Context: an optimization exercise on an open-source flow, tuned for a short achievable clock period and few clock cycles. The choices shown serve that exercise and are no tape-out recipe.
The RTL was checked by simulation tests, not by an equivalence proof against the original design.
No activity file was given, so power comes from the tool's default toggle rates.

==> flow/config.mk <==
export PLATFORM = sky130hd
export DESIGN_NAME = mem_subsys
export DESIGN_NICKNAME = mem_subsys
export VERILOG_FILES = /design/flow/design.v
export SDC_FILE = /design/flow/constraint.sdc
export NUM_CORES = 8
export LEC_CHECK = 0
export ABC_CLOCK_PERIOD_IN_PS = 1000
export CAP_MARGIN = 20
export CELL_PAD_IN_SITES_DETAIL_PLACEMENT = 1
export CELL_PAD_IN_SITES_GLOBAL_PLACEMENT = 2
export CORE_MARGIN = 2
export CORE_UTILIZATION = 32
export PLACE_DENSITY = 0.5
export SLEW_MARGIN = 20
export SYNTH_MEMORY_MAX_BITS = 16384
export TNS_END_PERCENT = 10
export BUFFER_PORTS_ARGS = -buffer_cell sky130_fd_sc_hd__buf_8
export DONT_USE_CELLS += sky130_fd_sc_hd__a222oi_1 sky130_fd_sc_hd__a2111o_1 sky130_fd_sc_hd__a2111o_2 sky130_fd_sc_hd__a2111o_4 sky130_fd_sc_hd__a2111oi_0 sky130_fd_sc_hd__a2111oi_1 sky130_fd_sc_hd__a2111oi_2 sky130_fd_sc_hd__a2111oi_4 sky130_fd_sc_hd__o2111a_1 sky130_fd_sc_hd__o2111a_2 sky130_fd_sc_hd__o2111a_4 sky130_fd_sc_hd__o2111ai_1 sky130_fd_sc_hd__o2111ai_2 sky130_fd_sc_hd__o2111ai_4 sky130_fd_sc_hd__a21boi_0 sky130_fd_sc_hd__o21ai_0 sky130_fd_sc_hd__o311ai_0 sky130_fd_sc_hd__and2_0 sky130_fd_sc_hd__or2_0 
==> flow/constraint.sdc <==
create_clock -name core_clock -period 10.0 [get_ports {clk}]
set_input_delay 2.0000 -clock core_clock [delete_from_list [all_inputs] [get_ports {clk}]]
set_output_delay 2.0000 -clock core_clock [all_outputs]
set_load 0.01 [all_outputs]
==> flow/design.v <==
package mem_pkg;
    localparam int data_w      = 32;
    localparam int lanes       = 4;
    localparam int lane_sel_w  = 2;    
    localparam int addr_w      = 10;
    localparam int word_addr_w = 8;    
    localparam int mem_bytes   = 1024;
    localparam int client_cnt  = 2;
    localparam int sel_lo_w    = 5;
    localparam int groups      = mem_bytes >> sel_lo_w;
    localparam logic [1:0] acc_8  = 2'b00;
    localparam logic [1:0] acc_16 = 2'b01;
    localparam logic [1:0] acc_32 = 2'b10;
endpackage
import mem_pkg::*;
module mem_mux (
    input  logic                           clk,
    input  logic                           rst,
    input  logic [mem_pkg::client_cnt-1:0] client_requests,
    input  logic [mem_pkg::client_cnt-1:0] client_wes,
    input  logic [mem_pkg::client_cnt-1:0] rd_clash,
    output logic [mem_pkg::client_cnt-1:0] client_readies,
    output logic [mem_pkg::client_cnt-1:0] wr_go,          
    output logic                           wr_any,         
    output logic                           wr_sel          
);
    logic [client_cnt-1:0] done_q;     
    logic [client_cnt-1:0] rdv_q;      
    logic [client_cnt-1:0] own_q;      
    logic                  prio_q;     
    logic [client_cnt-1:0] go_any;     
    logic [client_cnt-1:0] go_wr;      
    assign go_any = done_q | (own_q & rdv_q);
    assign go_wr  = own_q;
    assign client_readies[0] = client_requests[0] && (go_any[0] || (go_wr[0] && client_wes[0]))
                               && !(client_requests[1] && done_q[1]);
    assign client_readies[1] = client_requests[1] && (go_any[1] || (go_wr[1] && client_wes[1]))
                               && !(client_requests[0] && done_q[0]);
    assign wr_go  = client_readies & client_wes & ~done_q;
    assign wr_any = |wr_go;
    assign wr_sel = own_q[1];    
    logic [client_cnt-1:0] pend;
    logic [client_cnt-1:0] own_d;
    assign pend = client_requests & ~client_readies & ~done_q;
    always_comb begin
        if (pend[0] && pend[1])      own_d = prio_q ? 2'b01 : 2'b10;
        else if (pend[0])            own_d = 2'b01;
        else if (pend[1])            own_d = 2'b10;
        else if (client_readies[0])  own_d = 2'b10;
        else if (client_readies[1])  own_d = 2'b01;
        else                         own_d = prio_q ? 2'b01 : 2'b10;
    end
    always_ff @(posedge clk) begin
        if (rst) begin
            done_q <= '0;
            rdv_q  <= '0;
            own_q  <= 2'b01;
            prio_q <= 1'b1;
        end else begin
            done_q <= client_readies;
            rdv_q  <= client_requests & ~client_wes & ~(rd_clash & {wr_go[0], wr_go[1]});
            own_q  <= own_d;
            if (client_readies[0] && !done_q[0]) prio_q <= 1'b0;
            if (client_readies[1] && !done_q[1]) prio_q <= 1'b1;
        end
    end
endmodule
import mem_pkg::*;
module mem_if (
    input  logic                               clk,
    input  logic [8*mem_pkg::mem_bytes-1:0]    mem_q,
    input  logic [1:0]                         rd_width,
    input  logic [mem_pkg::addr_w-1:0]         rd_addr,
    input  logic [1:0]                         wr_width,    
    input  logic [mem_pkg::addr_w-1:0]         wr_addr,
    output logic [mem_pkg::data_w-1:0]         rd_data,
    output logic                               rd_clash
);
    logic [lanes-1:0] keep;      
    assign keep[0] = 1'b1;
    assign keep[1] = (rd_width != acc_8);
    assign keep[2] = (rd_width != acc_8) && (rd_width != acc_16);
    assign keep[3] = (rd_width != acc_8) && (rd_width != acc_16);
    logic [lanes-1:0]  hit;
    logic [addr_w-1:0] diff;
    logic [addr_w-1:0] e [lanes];
    always_comb begin
        diff = rd_addr - wr_addr;
        for (int k = 0; k < lanes; k++) begin
            e[k] = diff + addr_w'(k);
            case (wr_width)
                acc_8:   hit[k] = (e[k] == '0);
                acc_16:  hit[k] = (e[k][addr_w-1:1] == '0);
                default: hit[k] = (e[k][addr_w-1:2] == '0);
            endcase
        end
    end
    assign rd_clash = |(hit & keep);
    localparam int rows  = 1 << word_addr_w;
    localparam int pairs = rows / 2;
    logic [lane_sel_w-1:0]  off;
    logic [word_addr_w-1:0] row;
    logic [lanes-1:0]       inc;
    logic [8*pairs-1:0]     lvl1 [lanes];
    logic [7:0]             bank_rd [lanes];
    assign off = rd_addr[lane_sel_w-1:0];
    assign row = rd_addr[addr_w-1:lane_sel_w];
    assign inc[0] = (off != 2'd0);
    assign inc[1] = off[1];
    assign inc[2] = (off == 2'd3);
    assign inc[3] = 1'b0;
    always_comb begin
        for (int b = 0; b < lanes; b++) begin
            for (int i = 0; i < pairs; i++) begin
                case ({row[0], inc[b]})
                    2'b00:   lvl1[b][8*i +: 8] = mem_q[8*(4*(2*i)             + b) +: 8];
                    2'b01,
                    2'b10:   lvl1[b][8*i +: 8] = mem_q[8*(4*(2*i + 1)         + b) +: 8];
                    default: lvl1[b][8*i +: 8] = mem_q[8*(4*((2*i + 2) % rows) + b) +: 8];
                endcase
            end
            bank_rd[b] = lvl1[b][8*row[word_addr_w-1:1] +: 8];
        end
    end
    logic [7:0]       bank_q [lanes];
    logic [lanes-1:0] pick   [lanes];    
    logic [lanes-1:0] pick_q [lanes];
    always_comb begin
        for (int k = 0; k < lanes; k++) begin
            for (int b = 0; b < lanes; b++) begin
                case (off)
                    2'd0:    pick[k][b] = keep[k] && (b == k);
                    2'd1:    pick[k][b] = keep[k] && (b == (k + 1) % lanes);
                    2'd2:    pick[k][b] = keep[k] && (b == (k + 2) % lanes);
                    default: pick[k][b] = keep[k] && (b == (k + 3) % lanes);
                endcase
            end
        end
    end
    always_ff @(posedge clk) begin
        for (int b = 0; b < lanes; b++) bank_q[b] <= bank_rd[b];
        for (int k = 0; k < lanes; k++) pick_q[k] <= pick[k];
    end
    always_comb begin
        for (int k = 0; k < lanes; k++) begin
            rd_data[8*k +: 8] = 8'h00;
            for (int b = 0; b < lanes; b++) begin
                rd_data[8*k +: 8] = rd_data[8*k +: 8] | ({8{pick_q[k][b]}} & bank_q[b]);
            end
        end
    end
endmodule
import mem_pkg::*;
module bank_ram (
    input  logic                            clk,
    input  logic [mem_pkg::mem_bytes-1:0]   byte_we,
    input  logic [8*mem_pkg::lanes-1:0]     lane_wdata,    
    output logic [8*mem_pkg::mem_bytes-1:0] mem_q
);
    always_ff @(posedge clk) begin
        for (int j = 0; j < mem_bytes; j++) begin
            if (byte_we[j]) begin
                mem_q[8*j +: 8] <= lane_wdata[8*(j % lanes) +: 8];
            end
        end
    end
endmodule
import mem_pkg::*;
module mem_subsys (
    input  logic                                                clk,
    input  logic                                                rst,
    input  logic [mem_pkg::client_cnt-1:0]                      client_requests,
    input  logic [mem_pkg::client_cnt-1:0]                      client_wes,
    input  logic [mem_pkg::client_cnt-1:0][1:0]                 client_widths,
    input  logic [mem_pkg::client_cnt-1:0][mem_pkg::addr_w-1:0] client_addrs,
    input  logic [mem_pkg::client_cnt-1:0][mem_pkg::data_w-1:0] client_wdata,
    output logic [mem_pkg::client_cnt-1:0][mem_pkg::data_w-1:0] client_rdata,
    output logic [mem_pkg::client_cnt-1:0]                      client_readies
);
    logic [client_cnt-1:0]  wr_go;
    logic [client_cnt-1:0]  rd_clash;
    logic                   wr_any;
    logic                   wr_sel;
    logic [8*mem_bytes-1:0] mem_q;
    logic [mem_bytes-1:0]   byte_we;
    logic [8*lanes-1:0]     lane_wdata;
    mem_mux u_mux (
        .clk             (clk),
        .rst             (rst),
        .client_requests (client_requests),
        .client_wes      (client_wes),
        .rd_clash        (rd_clash),
        .client_readies  (client_readies),
        .wr_go           (wr_go),
        .wr_any          (wr_any),
        .wr_sel          (wr_sel)
    );
    localparam int rows = 1 << word_addr_w;
    logic [mem_bytes-1:0]  cl_we   [client_cnt];
    logic [8*lanes-1:0]    cl_lane [client_cnt];
    logic [rows-1:0]       row_hit [client_cnt];
    logic [lanes-1:0]      len_mask [client_cnt];
    logic [lane_sel_w-1:0] off      [client_cnt];
    logic [lanes-1:0]      lane_en  [client_cnt];    
    logic [lanes-1:0]      lane_nxt [client_cnt];    
    always_comb begin
        for (int c = 0; c < client_cnt; c++) begin
            off[c] = client_addrs[c][lane_sel_w-1:0];
            case (client_widths[c])
                acc_8:   len_mask[c] = 4'b0001;
                acc_16:  len_mask[c] = 4'b0011;
                default: len_mask[c] = 4'b1111;
            endcase
            for (int r = 0; r < rows; r++) begin
                row_hit[c][r] = (client_addrs[c][addr_w-1:lane_sel_w] == word_addr_w'(r));
            end
            for (int b = 0; b < lanes; b++) begin
                case (off[c])
                    2'd0: begin
                        lane_en[c][b]        = len_mask[c][b % lanes];
                        lane_nxt[c][b]       = 1'b0;
                        cl_lane[c][8*b +: 8] = client_wdata[c][8*(b % lanes) +: 8];
                    end
                    2'd1: begin
                        lane_en[c][b]        = len_mask[c][(b + 3) % lanes];
                        lane_nxt[c][b]       = (b < 1);
                        cl_lane[c][8*b +: 8] = client_wdata[c][8*((b + 3) % lanes) +: 8];
                    end
                    2'd2: begin
                        lane_en[c][b]        = len_mask[c][(b + 2) % lanes];
                        lane_nxt[c][b]       = (b < 2);
                        cl_lane[c][8*b +: 8] = client_wdata[c][8*((b + 2) % lanes) +: 8];
                    end
                    default: begin
                        lane_en[c][b]        = len_mask[c][(b + 1) % lanes];
                        lane_nxt[c][b]       = (b < 3);
                        cl_lane[c][8*b +: 8] = client_wdata[c][8*((b + 1) % lanes) +: 8];
                    end
                endcase
                for (int r = 0; r < rows; r++) begin
                    cl_we[c][4*r+b] = lane_en[c][b] &&
                        (lane_nxt[c][b] ? row_hit[c][(r + rows - 1) % rows] : row_hit[c][r]);
                end
            end
        end
    end
    assign byte_we    = (wr_sel ? cl_we[1] : cl_we[0]) & {mem_bytes{wr_any}};
    assign lane_wdata = wr_sel ? cl_lane[1] : cl_lane[0];
    bank_ram u_ram (
        .clk        (clk),
        .byte_we    (byte_we),
        .lane_wdata (lane_wdata),
        .mem_q      (mem_q)
    );
    for (genvar c = 0; c < client_cnt; c++) begin : g_rd
        mem_if u_if (
            .clk      (clk),
            .mem_q    (mem_q),
            .rd_width (client_widths[c]),
            .rd_addr  (client_addrs[c]),
            .wr_width (client_widths[1-c]),
            .wr_addr  (client_addrs[1-c]),
            .rd_data  (client_rdata[c]),
            .rd_clash (rd_clash[c])
        );
    end
endmodule
==> flow/flow/run.sh <==
#!/bin/bash
set -o pipefail
CFG=${FLOW_CONFIG:-config.mk}
{
  echo 'export BUFFER_PORTS_ARGS = -buffer_cell sky130_fd_sc_hd__buf_8'
  printf 'export DONT_USE_CELLS += '
  for c in a222oi_1 a2111o_1 a2111o_2 a2111o_4 a2111oi_0 a2111oi_1 a2111oi_2 a2111oi_4 \
           o2111a_1 o2111a_2 o2111a_4 o2111ai_1 o2111ai_2 o2111ai_4 \
           a21boi_0 o21ai_0 o311ai_0 and2_0 or2_0; do
    printf 'sky130_fd_sc_hd__%s ' $c
  done
  echo
} >> "$CFG"
bash standard.sh SETUP_SLACK_MARGIN=5.55 finish > standard.log 2>&1
==> flow/standard.sh <==
#!/bin/bash
# synth_recipe.tcl (not shown) runs the flow's synth.tcl, then flattens the netlist and writes it again
# the make line also repeats each setting of config.mk as NAME=value (left out here)
make -C /OpenROAD-flow-scripts/flow DESIGN_CONFIG=/design/flow/config.mk WORK_HOME=/design/flow/orfs CLKGATE_MAP_FILE= SYNTH_SCRIPT=/design/flow/synth_recipe.tcl "${@:-finish}"
==> flow_metrics.py <==
metrics = {
    "run_status": {
        "outcome": "finished with violations",
        "failed_checks": "capacitance limit, slew limit",
    },
    "critical_path": {
        "arrival_ps": 6330,
        "cp_num_cells": 13,
        "max_stage_delay_ps": 850,
        "reg2reg_to": "u_ram.mem_q[5]",
        "worstSetupStartpoint": "client_addrs[7]",
        "reg2reg_slack_ps": 5210,
        "crit_path_end": "u_ram.mem_q[416]",
        "crit_family": "buffers and inverters",
        "r2r_cells": 7,
        "worst-path-max-fanout": 17,
        "crit-reg2reg-launch": "u_mux.own_q[1]",
        "cp_num_buf_inv": 6,
        "cpMostUsedCell": "buf_4",
        "worstPathRequired_ps": 11090,
        "path_cells": "buf_8 -> buf_12 -> nor2_4 -> nand2_1 -> buf_4 -> nor2_2 -> buf_4 -> nand2_1 -> o21ai_1 -> a22oi_1 -> buf_6 -> nor2_2 -> buf_4",
        "cp-start-kind": "input pin",
        "cp-end-kind": "flip-flop",
        "cp_slowest_cell": "nor2_2",
        "path_class": "in2reg",
    },
    "yosys": {
        "ys_types": 72,
        "ys_ff_latch": 8287,
        "syn_nets": 35103,
        "synth_warnings": 17,
        "synth_top_area_share_pct": 52.6,
        "ys_seq_area_share_pct": 53.0,
        "synth_ff_type": "edfxtp_1",
        "synth_top_area_cell": "edfxtp_1",
        "syn_avg_cell_area_um2": 13.4,
        "synth_cells": 34950,
        "synthTopCellsByArea": "edfxtp_1 (53%), mux4_2 (18%), a22oi_1 (6.3%)",
        "syn-cell-area_mm2": 0.467,
        "async_flop_share_pct": 0,
        "synth_edf_count": 8192,
    },
    "timing": {
        "finalSetupTns_ps": 0,
        "setup_slack_ps": 4760,
        "period_share_pct": 52.4,
        "max_slew_margin_pct": -1.24,
        "tightest_slew_ps": 1510,
        "rsz0062_at_grt": "yes",
        "setup_viol": 0,
        "period_needed_ps": 5240,
        "fmaxAchievable_ghz": 0.191,
        "skew_ps": 131,
        "finalHoldViolCount": 0,
        "drv_slew": 3,
    },
    "run": {
        "max_cap_viol_count": 1,
    },
    "finish": {
        "final_area_mm2": 0.563,
        "layout_common_cells": "edfxtp_1 (8192), mux4_2 (3760), a22oi_1 (3704), a22o_1 (2666), nand2_1 (2507)",
        "area_growth_pct": 20.5,
        "drive_gt1_share_pct": 29.3,
        "fillers": 147681,
        "layout_commonest_cell": "edfxtp_1",
        "nets": 35935,
    },
    "floorplanning": {
        "num_rows": 444,
        "start_util_pct": 32.0,
        "die-area_mm2": 1.47,
        "fp.dieH_um": 1210,
        "core_mm2": 1.46,
        "io_pins": 160,
        "die_x_um": 1210,
    },
    "route": {
        "drc": 0,
        "routed_wl_um": 3090000,
        "vias": 391357,
        "vias_per_cell": 6.97,
        "dr.first_iter.drc_count": 61257,
        "wl_per_cell_um": 55.0,
        "ant_nets": 0,
        "drt_first_pass_iters": 6,
    },
    "placement": {
        "gp_congestion": 1.09,
        "hpwl_um": 2080000,
        "place_area_mm2": 0.503,
        "dp_slack_ps": 1650,
        "portBuffers": 159,
    },
    "power_and_ir_drop": {
        "p_leak_nw": 182,
        "ir_drop_mv": 0.167,
        "power_per_cell_area_mw_per_mm2": 174,
    },
    "cts": {
        "numCtsBuffers": 1128,
        "tritoncts": "yes",
        "cts.sinks": 8287,
        "cts_max_path_buffers": 6,
        "clockRootBuffer": "clkbuf_16",
        "clkTransAtPathRegs_ps": 60,
        "htree_num_levels": 7,
        "postCtsHoldBufs": 0,
        "clk_latency_ps": 1510,
    },
    "global_routing": {
        "grt_max_degree": 198,
        "grt.total_usage_pct": 40.4,
        "overflow": 0,
        "grt_pass1_wl_um": 3940000,
        "grt_pass1_vias": 370566,
        "antenna_found_initial": 439,
    },
    "worst_hold_path": {
        "hp-class": "reg2reg",
    },
}
[what timing repair did]
action / CTS / global route
pin swaps: 262 / 135
gates resized for setup: 1716 / 505
cloned: 228 / 61
setup buffers: 492 / 149
endpoints found under the setup margin: 15868 / 13149
[worst min-delay path by stage]
stage / endpoint / slack [ps] / depth (start not counted) / start
floorplan: u_mux.prio_q / 440 / 2 / u_mux.prio_q
global placement: u_mux.prio_q / 470 / 2 / u_mux.prio_q
detailed placement: u_mux.prio_q / 480 / 2 / u_mux.prio_q
CTS: u_mux.prio_q / 490 / 2 / u_mux.prio_q
global route: u_mux.prio_q / 530 / 2 / u_mux.prio_q
finish: u_mux.prio_q / 490 / 2 / u_mux.prio_q
[report_power, final]
part	internal, W	leakage [nW]	switching, W
sequential	0.0396	74.9	0.000325
clock	0.0234	17.0	0.0166
combinational	0.00601	89.8	0.0122
total	0.0690	182	0.0291
[area by class of cell]
| type | count | area [um2] | area share (%) |
|---|---|---|---|
| timing repair inverter | 6 | 52.6 | 0.00933 |
| inverter | 42 | 423 | 0.0751 |
| clock buffer | 1379 | 30000 | 5.33 |
| clock inverter | 535 | 4750 | 0.842 |
| sequential | 8287 | 248000 | 44.0 |
| tap | 19401 | 24300 | 4.31 |
| multi-input combinational | 22682 | 210000 | 37.2 |
| antenna | 214 | 536 | 0.0950 |
| timing repair buffer | 3635 | 45600 | 8.09 |
[logic make-up (layout without fill, tap and decap cells)]
| family | count (synthesis) | count (layout) | synth area share (%) |
|---|---|---|---|
| AND/OR/NAND/NOR | 5903 | 5903 | 4.93 |
| XOR/XNOR | 27 | 27 | 0.0535 |
| buffers and inverters | 3984 | 5597 | 3.78 |
| adder cells (fa/ha/maj) | 59 | 59 | 0.161 |
| other | 0 | 214 | 0 |
| multiplexers | 4249 | 4249 | 19.3 |
| flip-flops | 8287 | 8287 | 53.0 |
| AO/OA/AOI/OAI | 12441 | 12444 | 18.8 |
[per-layer routing]
metal  up-vias  wire (um)  track usage [%]
met5         -       2550            0.205
met4       234     226000             24.5
met3      5449     344000             13.3
met2     24966    1290000             57.6
met1    213632    1220000             53.3
li1     147076          -                -
[cells in the mapped netlist (all sizes together) (266+ instances only)]
master	n
a21oi	1771
a221oi	725
a22oi	3936
a221o	266
mux2	379
nor2	2768
a211oi	405
nand2	2621
buf	2379
nor3	268
o21ai	2441
a22o	2673
clkbuf	1563
mux4	3760
edfxtp	8192
[sequential cells by signal, summed over array words and instances, names as in the netlist]
name,cells
u_ram.mem_q,8192
u_mux.done_q,2
u_mux.own_q,2
g_rd.u_if.pick_q,24
u_mux.rdv_q,2
u_mux.prio_q,1
g_rd.u_if.bank_q,64
[through the flow]
step | cells | hold slack [ps] | utilization [%] | power [W]
2_1_floorplan | 34950 | 442 | - | 0.0490
3_3_place_gp | 53029 | 471 | 34.4 | 0.0563
3_5_place_dp | 53105 | 479 | 34.5 | 0.0565
4_1_cts | 55739 | 487 | 38.2 | 0.0977
5_1_grt | 55985 | 533 | 38.6 | 0.100
6_report | 56181 | 490 | 38.6 | 0.0981
[tightest hold or removal path, cell delays in order (launching register included)]
cell and delay (ps):
dfxtp_1 320, o21ai_1 70, nand2_1 50
Testbench counts, summed over its fixed seeds: cycles 5,104.

## what the ideal ports hide
The results above use ideal ports. As a check the final layout listed here was re-extracted and re-timed, cells and wires unchanged. Step 1: set_driving_cell puts a clkbuf_16 on clk and a buf_2 on each other input, an assumption about the parent block. Step 2 moves the port delays by t, midway between the first and last clock arrival at a register: inputs arrive t later, outputs are due t later. That takes back most of the time a late clock gives input paths. a / b / c = ideal ports / drivers / drivers and shift; a / b = the first two.
t (ns): 1.575
setup slack, ns: 4.765 / 4.549 / 2.974
hold WS [ns]: 0.490 / 0.490 / 0.490
worst register clock-pin slew, ns: 0.09 / 0.09
The setup slack of this run moves by -0.216 ns with the drivers and by -1.791 ns with both steps.
